What follows belongs to an exercise in optimizing a design on an open flow for small area; a production flow would make more cautious choices.
Function was checked by simulation only, so behaviour that the tests miss may differ from the original.
Power is estimated from default activity; no workload was simulated.

<file path="design/flow/run.sh">
#!/bin/bash
# synth_recipe.tcl (not shown) runs the flow's synth.tcl, then flattens the netlist and writes it again
# the make line also repeats each setting of config.mk as NAME=value (left out here)
make -C /OpenROAD-flow-scripts/flow DESIGN_CONFIG=/design/flow/config.mk WORK_HOME=/design/flow/orfs CLKGATE_MAP_FILE= SYNTH_SCRIPT=/design/flow/synth_recipe.tcl finish
</file>
<file path="design/flow/config.mk">
export PLATFORM = sky130hd
export DESIGN_NAME = additive_layer_pixel_blend_unit
export DESIGN_NICKNAME = additive_layer_pixel_blend_unit
export VERILOG_FILES = /design/flow/design.v
export SDC_FILE = /design/flow/constraint.sdc
export NUM_CORES = 4
export LEC_CHECK = 0
export CAP_MARGIN = 20
export CORE_MARGIN = 2
export CORE_UTILIZATION = 40
export SLEW_MARGIN = 20
</file>
<file path="design/flow/constraint.sdc">
create_clock -name core_clock -period 5.5 [get_ports {clk}]
set_input_delay 1.1000 -clock core_clock [delete_from_list [all_inputs] [get_ports {clk}]]
set_output_delay 1.1000 -clock core_clock [all_outputs]
set_load 0.01 [all_outputs]
</file>
<file path="design/flow/design.v">
`timescale 1ns / 1ps
package alpb_pkg;
  localparam int CHAN_W   = 8;
  localparam int CHAN_MAX = 255;
  localparam int PHYS_LAYERS = 4;
  localparam int CFG_INDEX_W = 3;
  localparam int CFG_DATA_W  = 24;
  localparam int COUNT_W     = 3;
  localparam logic [CFG_INDEX_W-1:0] REG_NUM_LAYERS   = 3'd0;
  localparam logic [CFG_INDEX_W-1:0] REG_LAYER0_COLOR = 3'd1;
  typedef struct packed {
    logic [CHAN_W-1:0] red;
    logic [CHAN_W-1:0] green;
    logic [CHAN_W-1:0] blue;
  } rgb_t;
  function automatic logic [CHAN_W-1:0] div255(input logic [2*CHAN_W-1:0] p);
    logic [2*CHAN_W:0] t;
    t = {1'b0, p} + {{(CHAN_W+1){1'b0}}, p[2*CHAN_W-1:CHAN_W]} + {{(2*CHAN_W){1'b0}}, 1'b1};
    div255 = t[2*CHAN_W-1:CHAN_W];
  endfunction
endpackage
`timescale 1ns / 1ps
module alpb_lane (
  input  logic                           clk,
  input  logic [3*alpb_pkg::CHAN_W-1:0]  tint,
  input  logic [alpb_pkg::CHAN_W-1:0]    level,
  input  logic                           en,
  output logic [3*alpb_pkg::CHAN_W-1:0]  quot
);
  localparam int CW = alpb_pkg::CHAN_W;
  logic [CW-1:0]   lvl;
  logic [2*CW-1:0] prod_red;
  logic [2*CW-1:0] prod_green;
  logic [2*CW-1:0] prod_blue;
  assign lvl = en ? level : '0;
  always_ff @(posedge clk) begin
    prod_red   <= tint[3*CW-1:2*CW] * lvl;
    prod_green <= tint[2*CW-1:CW]   * lvl;
    prod_blue  <= tint[CW-1:0]      * lvl;
  end
  always_ff @(posedge clk) begin
    quot[3*CW-1:2*CW] <= alpb_pkg::div255(prod_red);
    quot[2*CW-1:CW]   <= alpb_pkg::div255(prod_green);
    quot[CW-1:0]      <= alpb_pkg::div255(prod_blue);
  end
endmodule
`timescale 1ns / 1ps
module alpb_merge #(
  parameter int NUM_LANES = 4
) (
  input  logic                                     clk,
  input  logic [3*alpb_pkg::CHAN_W-1:0]            bg,
  input  logic [NUM_LANES*3*alpb_pkg::CHAN_W-1:0]  quot,
  output logic [3*alpb_pkg::CHAN_W-1:0]            pix
);
  localparam int CW    = alpb_pkg::CHAN_W;
  localparam int SUM_W = CW + $clog2(NUM_LANES + 1);
  logic [SUM_W-1:0] sum_red;
  logic [SUM_W-1:0] sum_green;
  logic [SUM_W-1:0] sum_blue;
  always_comb begin
    sum_red   = {{(SUM_W-CW){1'b0}}, bg[3*CW-1:2*CW]};
    sum_green = {{(SUM_W-CW){1'b0}}, bg[2*CW-1:CW]};
    sum_blue  = {{(SUM_W-CW){1'b0}}, bg[CW-1:0]};
    for (int i = 0; i < NUM_LANES; i++) begin
      sum_red   = sum_red   + {{(SUM_W-CW){1'b0}}, quot[3*CW*i+2*CW +: CW]};
      sum_green = sum_green + {{(SUM_W-CW){1'b0}}, quot[3*CW*i+CW   +: CW]};
      sum_blue  = sum_blue  + {{(SUM_W-CW){1'b0}}, quot[3*CW*i      +: CW]};
    end
  end
  always_ff @(posedge clk) begin
    pix[3*CW-1:2*CW] <= (sum_red   > alpb_pkg::CHAN_MAX) ? CW'(alpb_pkg::CHAN_MAX) : sum_red[CW-1:0];
    pix[2*CW-1:CW]   <= (sum_green > alpb_pkg::CHAN_MAX) ? CW'(alpb_pkg::CHAN_MAX) : sum_green[CW-1:0];
    pix[CW-1:0]      <= (sum_blue  > alpb_pkg::CHAN_MAX) ? CW'(alpb_pkg::CHAN_MAX) : sum_blue[CW-1:0];
  end
endmodule
`timescale 1ns / 1ps
module additive_layer_pixel_blend_unit #(
  parameter int MAX_LAYERS = 4
) (
  input  logic                               clk,
  input  logic                               rst,
  input  logic                               start,
  output logic                               busy,
  input  logic [7:0]                         bg_red,
  input  logic [7:0]                         bg_green,
  input  logic [7:0]                         bg_blue,
  input  logic [7:0]                         layer0_level,
  input  logic [7:0]                         layer1_level,
  input  logic [7:0]                         layer2_level,
  input  logic [7:0]                         layer3_level,
  output logic                               done,
  output logic [7:0]                         out_red,
  output logic [7:0]                         out_green,
  output logic [7:0]                         out_blue,
  input  logic                               cfg_valid,
  output logic                               cfg_ready,
  input  logic [alpb_pkg::CFG_INDEX_W-1:0]   cfg_index,
  input  logic [alpb_pkg::CFG_DATA_W-1:0]    cfg_data
);
  localparam int NUM_LANES = (MAX_LAYERS < alpb_pkg::PHYS_LAYERS) ? MAX_LAYERS : alpb_pkg::PHYS_LAYERS;
  localparam int LANE_CNT_W = alpb_pkg::COUNT_W + 1;
  logic [alpb_pkg::COUNT_W-1:0]    num_layers;
  logic [3*alpb_pkg::CHAN_W-1:0]   tint [NUM_LANES];
  logic [LANE_CNT_W-1:0] eff_count;
  logic [alpb_pkg::CHAN_W-1:0]     level_in [alpb_pkg::PHYS_LAYERS];
  logic [NUM_LANES*3*alpb_pkg::CHAN_W-1:0] quot;
  logic [3*alpb_pkg::CHAN_W-1:0]   bg_in;
  logic [3*alpb_pkg::CHAN_W-1:0]   bg_d1;
  logic [3*alpb_pkg::CHAN_W-1:0]   bg_d2;
  logic [3*alpb_pkg::CHAN_W-1:0]   pix;
  logic                  accept;
  logic                  cfg_write;
  logic                  valid_s1;
  logic                  valid_s2;
  logic                  valid_s3;
  assign busy      = 1'b0;
  assign cfg_ready = 1'b1;
  assign accept    = start && !busy;
  assign cfg_write = cfg_valid && cfg_ready;
  always_ff @(posedge clk) begin
    if (rst) begin
      num_layers <= '0;
    end else if (cfg_write && cfg_index == alpb_pkg::REG_NUM_LAYERS) begin
      num_layers <= cfg_data[alpb_pkg::COUNT_W-1:0];
    end
  end
  assign eff_count = (LANE_CNT_W'(num_layers) > LANE_CNT_W'(NUM_LANES)) ?
                     LANE_CNT_W'(NUM_LANES) : LANE_CNT_W'(num_layers);
  assign level_in[0] = layer0_level;
  assign level_in[1] = layer1_level;
  assign level_in[2] = layer2_level;
  assign level_in[3] = layer3_level;
  for (genvar i = 0; i < NUM_LANES; i++) begin : g_lane
    always_ff @(posedge clk) begin
      if (rst) begin
        tint[i] <= '0;
      end else if (cfg_write && cfg_index == alpb_pkg::REG_LAYER0_COLOR + alpb_pkg::CFG_INDEX_W'(i)) begin
        tint[i] <= cfg_data;
      end
    end
    alpb_lane u_lane (
      .clk   (clk),
      .tint  (tint[i]),
      .level (level_in[i]),
      .en    (LANE_CNT_W'(i) < eff_count),
      .quot  (quot[3*alpb_pkg::CHAN_W*i +: 3*alpb_pkg::CHAN_W])
    );
  end
  assign bg_in = {bg_red, bg_green, bg_blue};
  always_ff @(posedge clk) begin
    bg_d1 <= bg_in;
    bg_d2 <= bg_d1;
  end
  alpb_merge #(
    .NUM_LANES (NUM_LANES)
  ) u_merge (
    .clk  (clk),
    .bg   (bg_d2),
    .quot (quot),
    .pix  (pix)
  );
  always_ff @(posedge clk) begin
    if (rst) begin
      valid_s1 <= 1'b0;
      valid_s2 <= 1'b0;
      valid_s3 <= 1'b0;
    end else begin
      valid_s1 <= accept;
      valid_s2 <= valid_s1;
      valid_s3 <= valid_s2;
    end
  end
  assign done      = valid_s3;
  assign out_red   = pix[23:16];
  assign out_green = pix[15:8];
  assign out_blue  = pix[7:0];
endmodule
</file>
==> metrics.md <==
| Metric | Value |
|---|---|
| Most frequent cell on the critical path | sky130_fd_sc_hd__fa_1 |
| Synth top area cells | sky130_fd_sc_hd__fa_1, sky130_fd_sc_hd__dfxtp_1, sky130_fd_sc_hd__ha_1, sky130_fd_sc_hd__inv_1, sky130_fd_sc_hd__and2_1 |
| Number of buffers created by CTS | 56 |
| Final-layout fill cell count | 10200 |
| # DRC | 0 |
| Main combinational cell family by area after synthesis | adder cells |
| EDFF count, synth | 0 |
| Number of ports placed on the die boundary | 114 |
| Maximum cell stage delay along the critical path | 0.54 ns |
| Overall die height | 329 um |
| Total setup violations reported at the end of the flow | 0 |
| Synthesis Warnings | 7 |
| Hold EP | bg_d2[3] |
| Global-route wire length before repair | 166 mm |
| Slew at the pin closest to its max-slew limit | 0.968 ns |
| Initial core utilization | 0.403 |
| Total gr overflow | 0 |
| Area share of the largest cell type after synthesis | 0.228 |
| Combined area of all synthesized cells | 42400 um^2 |
| CP max FO | 21 |
| Area share of and/or/nand/nor cells after synthesis | 0.177 |
| Start of the worst register-to-register path | num_layers[2] |
| R2r endpoint | g_lane[0].u_lane.prod_red[15] |
| Floorplan Core Area | 105000 um^2 |
| Crit path buf inv count | 5 |
| Initial antenna violation count | 3 |
| Multi-input logic area | 29900 um^2 |
| Total of flip-flops plus latches after synthesis | 462 |
| Crit Path Category | primary input to register |
| TritonCTS clock tree | yes |
| CP Launch Type | primary input |
| DRT Pass-1 Iters | 7 |
| Via density | 4.89 |
| Sequential standard cell area | 9250 um^2 |
| Antenna-violating nets left | 0 |
| Total global-route track usage | 0.190 |
| Net count of the mapped netlist | 5758 |
| Hold path cells | 0 |
| Mean instance size in the synthesized netlist | 9.17 um^2 |
| Largest net degree at the start of global routing | 109 |
| Global placer's final weighted congestion | 0.845 |
| Complex-gate fraction of the synthesized area | 0.0777 |
| Upper clock frequency limit | 194 MHz |
| Ratio of final minimum period to clock period | 0.937 |
| Arrival time at the worst endpoint | 5.69 ns |
| Cell internal pwr | 6.07 mW |
| Vias in the first global route | 31700 |
| Unrepaired setup endpoints after global routing | false |
| Part of the Yosys area used for sequential elements | 0.218 |
| Min Tclk post-route | 5.16 ns |
| Net total in the final layout | 6046 |
| Net switching power of the design | 1.89 mW |
| Number of H-tree levels | 2 |
| Multiplexer fraction of the synthesized cell area | 0.00263 |
| Placed wire-length estimate after detailed placement | 81.8 mm |
| # hold bufs at CTS | 0 |
| Status | complete, no violations |
| Pins over their slew limit | 0 |
| Clock Pin Slew Worst Setup and Hold Paths | 0.06 ns |
| Number of buffers added on ports | 111 |
| Count of clock tree sinks | 462 |
| Required arrival time at the worst endpoint | 6.04 ns |
| Clock insertion delay at the later pin of the skew report | 0.67 ns |
| Worst voltage drop across the vdd grid | 0.270 mV |
| Share of async-settable or async-resettable flops after synthesis | 0 |
| Power share of the clock group | 0.508 |
| Synth-to-layout area growth | 15.3% |
| Number of DRC markers in iteration 0 | 1599 |
| Hold Path Class | register to register |
| Post-cts sizing count | 0 |
| Floorplan die area | 109000 um^2 |
| Cell family with the largest share of critical-path delay | adder cells |
| Final hold vios | 0 |
| Mapped Cells | 4618 |
| Crit path cell chain | clkdlybuf4s50_1 > nor2b_1 > buf_12 > nand2_1 > fa_1 > fa_1 > inv_1 > fa_1 > inv_1 > fa_1 > inv_1 > ha_1 > o21a_1 > o31a_1 > nand2b_1 > a211o_1 > o31ai_1 > xnor2_1 |
| CTS Root Buffer Type | sky130_fd_sc_hd__clkbuf_16 |
| Cell with the largest stage delay on the worst path | sky130_fd_sc_hd__fa_1 |
| Static leakage | 25.4 nW |
| Setup slack of the critical path after layout | 0.344 ns |
| Count of maximum capacitance violations | 0 |
| Number of placement rows | 119 |
| Leading area contributor after synthesis | sky130_fd_sc_hd__fa_1 |
| Routed vias | 31000 |
| Pre-CTS setup slack | -0.353 ns |
| Total Power | 7.96 mW |
| Reg power frac | 0.436 |
| CTS Buffer Depth | 3 |
| Worst hold path startpoint | bg_d1[3] |
| Worst slew slack as a fraction of its limit | 0.353 |
| Combinational group share of total power | 0.056 |
| Routed WL | 101 mm |
| Number of cells on the worst reg-to-reg path | 19 |
| Switching part of the total power | 0.237 |
| Crit path capture type | register |
| Post-Route Skew | 0.0660 ns |
| Ant diodes | 0 |
| Yosys cell types | 66 |
| Area share of xor/xnor cells in the synthesized design | 0.0511 |
| Buffer count from post-CTS setup fixing | 0 |
| Fraction of final layout cells with drive strength greater than 1 | 0.0779 |
| Leading register cell type out of synthesis | sky130_fd_sc_hd__dfxtp_1 |
| Adder-cell area share of the yosys netlist | 0.397 |
| Reg-to-reg setup timing slack | 0.43 ns |
| Die X | 329 um |
| Power per cell area | 163 nW/um^2 |
| Average wire per cell in the routed design | 15.9 um |
==> power by group through the flow <==
stage	sequential (mW)	clock, mW	combinational [mW]
finish	3.47	4.04	0.445
global route	3.48	4.29	0.487
CTS	3.47	4.16	0.450
detailed placement	3.55	0	0.447
global placement	3.55	0	0.444
floorplan	3.51	0	0.199
==> cells in the mapped netlist (60+ instances only) <==
cell                       instances
sky130_fd_sc_hd__inv_1           719
sky130_fd_sc_hd__ha_1            570
sky130_fd_sc_hd__nand2_1         560
sky130_fd_sc_hd__fa_1            483
sky130_fd_sc_hd__dfxtp_1         462
sky130_fd_sc_hd__and2_1          431
sky130_fd_sc_hd__a21oi_1         209
sky130_fd_sc_hd__xnor2_1         193
sky130_fd_sc_hd__and3_1          130
sky130_fd_sc_hd__clkbuf_1        115
sky130_fd_sc_hd__nor2_1          110
sky130_fd_sc_hd__a21o_1           60
==> per-layer routing <==
metal / wire [um] / vias to the layer above / GRT usage
met2: 46400 / 580 / 0.313
met1: 46500 / 15000 / 0.260
li1: - / 15300 / -
met5: 0 / - / 0
met4: 3180 / 0 / 0.0592
met3: 4550 / 139 / 0.0260
==> layout by cell type (no fill, tap or decap), types with 12 or more instances in the layout <==
master / Yosys / routed
sky130_fd_sc_hd__o21ai_0: 54 / 54
sky130_fd_sc_hd__inv_1: 719 / 719
sky130_fd_sc_hd__and3_1: 130 / 130
sky130_fd_sc_hd__clkdlybuf4s50_1: 0 / 110
sky130_fd_sc_hd__xnor2_1: 193 / 193
sky130_fd_sc_hd__a21o_1: 60 / 60
sky130_fd_sc_hd__nand3_1: 45 / 45
sky130_fd_sc_hd__nor2_1: 110 / 110
sky130_fd_sc_hd__buf_12: 0 / 12
sky130_fd_sc_hd__nand2_1: 560 / 560
sky130_fd_sc_hd__nor2b_1: 51 / 51
sky130_fd_sc_hd__o21bai_1: 20 / 20
sky130_fd_sc_hd__ha_1: 570 / 570
sky130_fd_sc_hd__dfxtp_1: 462 / 461
sky130_fd_sc_hd__o21ai_1: 33 / 33
sky130_fd_sc_hd__o21a_1: 32 / 32
sky130_fd_sc_hd__clkbuf_16: 0 / 56
sky130_fd_sc_hd__nand4_1: 36 / 36
sky130_fd_sc_hd__nand2b_1: 27 / 27
sky130_fd_sc_hd__nor3_1: 45 / 44
sky130_fd_sc_hd__xor2_1: 54 / 54
sky130_fd_sc_hd__fa_1: 483 / 483
sky130_fd_sc_hd__buf_4: 8 / 249
sky130_fd_sc_hd__nor4_1: 14 / 14
sky130_fd_sc_hd__and2_1: 431 / 431
sky130_fd_sc_hd__a21oi_1: 209 / 209
==> worst max path at each step <==
stage	from	to	slack, ns	cells after the start
after global routing	layer0_level[4]	g_lane[0].u_lane.prod_blue[14]	0.04	18
after floorplan	layer3_level[5]	g_lane[3].u_lane.prod_green[15]	0.11	18
after global placement	layer0_level[2]	g_lane[0].u_lane.prod_red[15]	-0.25	18
final	layer2_level[2]	g_lane[2].u_lane.prod_red[15]	0.34	18
after CTS	num_layers[2]	g_lane[0].u_lane.prod_red[15]	0.24	19
after detailed placement	layer0_level[2]	g_lane[0].u_lane.prod_red[15]	-0.35	18
==> metrics by stage <==
step	area [um^2]	TNS [ns]	utilization	hold WS, ns	cells
after floorplan	42400	0	-	0.310	4618
after global placement	46800	-4.61	0.445	0.311	6238
after detailed placement	46800	-5.87	0.445	0.312	6238
after CTS	48800	0	0.464	0.324	6344
after global routing	48800	0	0.464	0.326	6345
final	48800	0	0.464	0.321	6345
==> registers in the layout, summed over array words and instances, names as in the netlist, 24 cells and up <==
signal                    count
bg_d1                        24
bg_d2                        24
g_lane.u_lane.prod_blue      64
g_lane.u_lane.prod_green     64
g_lane.u_lane.prod_red       64
g_lane.u_lane.quot           96
tint                         96
u_merge.pix                  24
==> cell families after synthesis <==
| kind of cell | Yosys count |
|---|---|
| AOI/OAI and AO/OA | 508 |
| DFF | 462 |
| muxes | 11 |
| buffers and inverters | 861 |
| and+or+nand+nor | 1474 |
| xor gates and xnor gates | 247 |
| other | 2 |
| adders and majority gates | 1053 |
==> final cells by class <==
cell class / instances / share of cell area
repair buffers: 372 / 0.0660
multi-input cells: 3295 / 0.612
well taps: 1391 / 0.0356
clock buffers: 76 / 0.0325
clock inverters: 30 / 0.00961
flip-flops and latches: 462 / 0.189
inverters: 719 / 0.0553

==> separate check: timing with driven ports <==
The flow's constraints put no driver on any port. The routed layout listed below was extracted and timed again, unchanged, in two steps.
Step 1 sets driving cells, clkbuf_16 on the clock port and buf_2 on the other inputs (assumed; they add their load-dependent delay and slew).
Step 2, shift: input delay + t, output delay - t, t = (earliest + latest rising clock arrival at the registers) / 2. This alone moves slack from input paths to output paths.
a / b / c = ideal / step 1 / step 2; a / b = the first two.
t, ns: 0.707
setup WS [ns]: 0.344 / 0.379 / -0.328
worst hold slack (ns): 0.321 / 0.321 / 0.321
worst setup path after step 2: input to register
worst slew at a driven data input, ns: 0.06
With both steps, setup timing fails in this run, where it was met with ideal ports. For this run, drivers alone change the setup slack by +0.035 ns; drivers and shift together by -0.672 ns.
